This is an optimization exercise on Yosys and OpenROAD, whose aim is small area and a short achievable clock period, not a production implementation. At most, simulation tests tie the RTL to the original design; equivalence was not proved. The flow treats the clock pin as an ideal source, which a real chip does not have. No activity file was given, so power comes from the tool's default toggle rates.

==> module stop_frame_rx, before the edit <==
module stop_frame_rx (
	input  logic        clk200_i,
	input  logic        gc_rst,
	input  logic        frame_i,
	input  logic        sdi_i,
	input  logic        cfg_enable,
	input  logic [5:0]  cfg_index_bits,
	input  logic [5:0]  cfg_stop_bits,
	input  logic [13:0] shift_i,
	input  logic [13:0] shift_wdata_i,
	input  logic        shift_wr_i,
	output logic        stop_valid_o,
	output logic [31:0] word_o
);
	localparam int TDC_W = 32;
	localparam int STRETCH_CYCLES = 4;
	localparam logic [2:0] IDLE       = 3'd0;
	localparam logic [2:0] WAIT_FRAME = 3'd1;
	localparam logic [2:0] SKIP_INDEX = 3'd2;
	localparam logic [2:0] SHIFT_STOP = 3'd3;
	localparam logic [2:0] HOLD       = 3'd4;
	logic [2:0]       state;
	logic [6:0]       bit_cnt;
	logic             sdi_r;
	logic             sdi_2r;
	logic [TDC_W-1:0] shreg;
	logic [TDC_W-1:0] shreg_next;
	logic             last_bit;
	logic [14:0]      sum_reg;
	logic [14:0]      sum_wr;
	logic [14:0]      sum_lo;
	logic [TDC_W-1:14] up;
	logic [TDC_W-1:14] up_inc;
	assign shreg_next = {shreg[TDC_W-2:0], sdi_2r};
	assign last_bit   = (state == SHIFT_STOP) && (bit_cnt == '0);
	assign sum_reg    = {1'b0, shreg_next[13:0]} + {1'b0, shift_i};
	assign sum_wr     = {1'b0, shreg_next[13:0]} - {1'b1, ~shift_wdata_i} - 15'd1;
	assign sum_lo     = shift_wr_i ? sum_wr : sum_reg;
	assign up         = shreg_next[TDC_W-1:14];
	assign up_inc     = up + 1'b1;
	always_ff @(posedge clk200_i or posedge gc_rst) begin
		if (gc_rst) begin
			state        <= IDLE;
			stop_valid_o <= 1'b0;
		end else begin
			stop_valid_o <= 1'b0;
			case (state)
				IDLE: begin
					if (cfg_enable)
						state <= WAIT_FRAME;
				end
				WAIT_FRAME: begin
					if (!cfg_enable)
						state <= IDLE;
					else if (frame_i)
						state <= SKIP_INDEX;
				end
				SKIP_INDEX: begin
					if (bit_cnt == '0)
						state <= SHIFT_STOP;
				end
				SHIFT_STOP: begin
					if (bit_cnt == '0) begin
						state        <= HOLD;
						stop_valid_o <= 1'b1;
					end
				end
				HOLD: begin
					if (bit_cnt == '0)
						state <= WAIT_FRAME;
				end
				default: state <= IDLE;
			endcase
		end
	end
	always_ff @(posedge clk200_i) begin
		if (state == WAIT_FRAME)
			bit_cnt <= {1'b0, cfg_index_bits} + 7'd1;
		else if (state == SKIP_INDEX && bit_cnt == '0)
			bit_cnt <= {1'b0, cfg_stop_bits} - 7'd1;
		else if (state == SHIFT_STOP && bit_cnt == '0)
			bit_cnt <= 7'(STRETCH_CYCLES - 1);
		else
			bit_cnt <= bit_cnt - 7'd1;
	end
	always_ff @(posedge clk200_i) begin
		sdi_r  <= sdi_i;
		sdi_2r <= sdi_r;
		if (state == WAIT_FRAME)
			shreg <= '0;
		else if (last_bit)
			shreg <= {sum_lo[14] ? up_inc : up, sum_lo[13:0]};
		else if (state == SHIFT_STOP)
			shreg <= shreg_next;
	end
	assign word_o = shreg;
endmodule
==> flow/config.mk <==
export PLATFORM = sky130hd
export DESIGN_NAME = tdc_click_top
export DESIGN_NICKNAME = tdc_click_top
export VERILOG_FILES = /design/flow/design.v
export SDC_FILE = /design/flow/constraint.sdc
export NUM_CORES = 4
export LEC_CHECK = 0
export CAP_MARGIN = 20
export CORE_MARGIN = 2
export CORE_UTILIZATION = 40
export CTS_BUF_LIST = sky130_fd_sc_hd__clkbuf_8
export CTS_CLUSTER_DIAMETER = 60
export CTS_CLUSTER_SIZE = 16
export SETUP_SLACK_MARGIN = 4.5
export SLEW_MARGIN = 20
==> flow/constraint.sdc <==
create_clock -name core_clock -period 10.0 [get_ports {clk200_i}]
set_input_delay 2.0000 -clock core_clock [delete_from_list [all_inputs] [get_ports {clk200_i}]]
set_output_delay 2.0000 -clock core_clock [all_outputs]
set_load 0.01 [all_outputs]
standard.sh (not shown) runs the stock make flow with config.mk's settings and CLKGATE_MAP_FILE= SYNTH_SCRIPT=/design/flow/synth_recipe.tcl, a recipe that flattens the netlist after the stock synthesis.
==> flow/flow/run.sh <==
#!/bin/bash
# layout flow: the standard flow with the smallest buffer on the ports and an
# area recovery step (flow/downsize.tcl) after clock tree synthesis and after
# global routing
export BUFFER_PORTS_ARGS="-buffer_cell sky130_fd_sc_hd__buf_1"
export POST_CTS_TCL="$(pwd)/flow/post_cts.tcl"
export POST_GLOBAL_ROUTE_TCL="$(pwd)/flow/post_grt.tcl"
bash standard.sh > standard.log 2>&1
Other scripts of this flow, unchanged in this note and not shown: flow/flow/downsize.tcl, flow/flow/post_cts.tcl, flow/flow/post_grt.tcl
The first run produced a clean layout.
Next try:
--- a/flow/design.v
+++ b/flow/design.v
@@ -112,22 +112,16 @@
 	logic             sdi_r;
 	logic             sdi_2r;
 	logic [TDC_W-1:0] shreg;
 	logic [TDC_W-1:0] shreg_next;
 	logic             last_bit;
-	logic [14:0]      sum_reg;
-	logic [14:0]      sum_wr;
-	logic [14:0]      sum_lo;
-	logic [TDC_W-1:14] up;
-	logic [TDC_W-1:14] up_inc;
+	logic [TDC_W-1:0] sum_reg;
+	logic [TDC_W-1:0] sum_wr;
 	assign shreg_next = {shreg[TDC_W-2:0], sdi_2r};
 	assign last_bit   = (state == SHIFT_STOP) && (bit_cnt == '0);
-	assign sum_reg    = {1'b0, shreg_next[13:0]} + {1'b0, shift_i};
-	assign sum_wr     = {1'b0, shreg_next[13:0]} - {1'b1, ~shift_wdata_i} - 15'd1;
-	assign sum_lo     = shift_wr_i ? sum_wr : sum_reg;
-	assign up         = shreg_next[TDC_W-1:14];
-	assign up_inc     = up + 1'b1;
+	assign sum_reg    = shreg_next + {18'd0, shift_i};
+	assign sum_wr     = shreg_next + {18'd0, shift_wdata_i};
 	always_ff @(posedge clk200_i or posedge gc_rst) begin
 		if (gc_rst) begin
 			state        <= IDLE;
 			stop_valid_o <= 1'b0;
 		end else begin
@@ -175,11 +169,11 @@
 		sdi_r  <= sdi_i;
 		sdi_2r <= sdi_r;
 		if (state == WAIT_FRAME)
 			shreg <= '0;
 		else if (last_bit)
-			shreg <= {sum_lo[14] ? up_inc : up, sum_lo[13:0]};
+			shreg <= shift_wr_i ? sum_wr : sum_reg;
 		else if (state == SHIFT_STOP)
 			shreg <= shreg_next;
 	end
 	assign word_o = shreg;
 endmodule
What happened: The changed run completed without violations. Clock power goes up by roughly a tenth. Total power goes up by a quarter to a third. Register-to-register slack is better by 0.02 ns. Cell area goes down slightly. Via count goes down by a few percent. Count of clock-buffer cells in the layout goes up by 3. Core utilization goes down by 0.21 points. Non-clock buffer count goes up by 16.
No functional check of the RTL was part of the first run of this note.

port drivers added, routing unchanged:
Ports are ideal in the flow. The routed layouts listed here were re-timed in OpenROAD.
Step 1 assumes that a clkbuf_16 drives the clock port and a buf_2 every other input.
Step 2, shift: input delay + t, output delay - t, t = (earliest + latest rising clock arrival at the registers) / 2. This alone moves slack from input paths to output paths.
Three values: ideal, step 1, step 2; two values: the first two.
run | shift t [ns] | setup slack, ns | worst setup path after step 2 | worst register clock-pin slew, ns
the first run | 0.619 | 4.421 / 4.385 / 3.996 | input to register | 0.11 / 0.11
the second run | 0.674 | 4.418 / 4.385 / 3.887 | input to register | 0.10 / 0.10
After both steps every run listed still meets setup and hold. For the second run, which loses most, drivers alone change the setup slack by -0.033 ns; drivers and shift together by -0.531 ns.
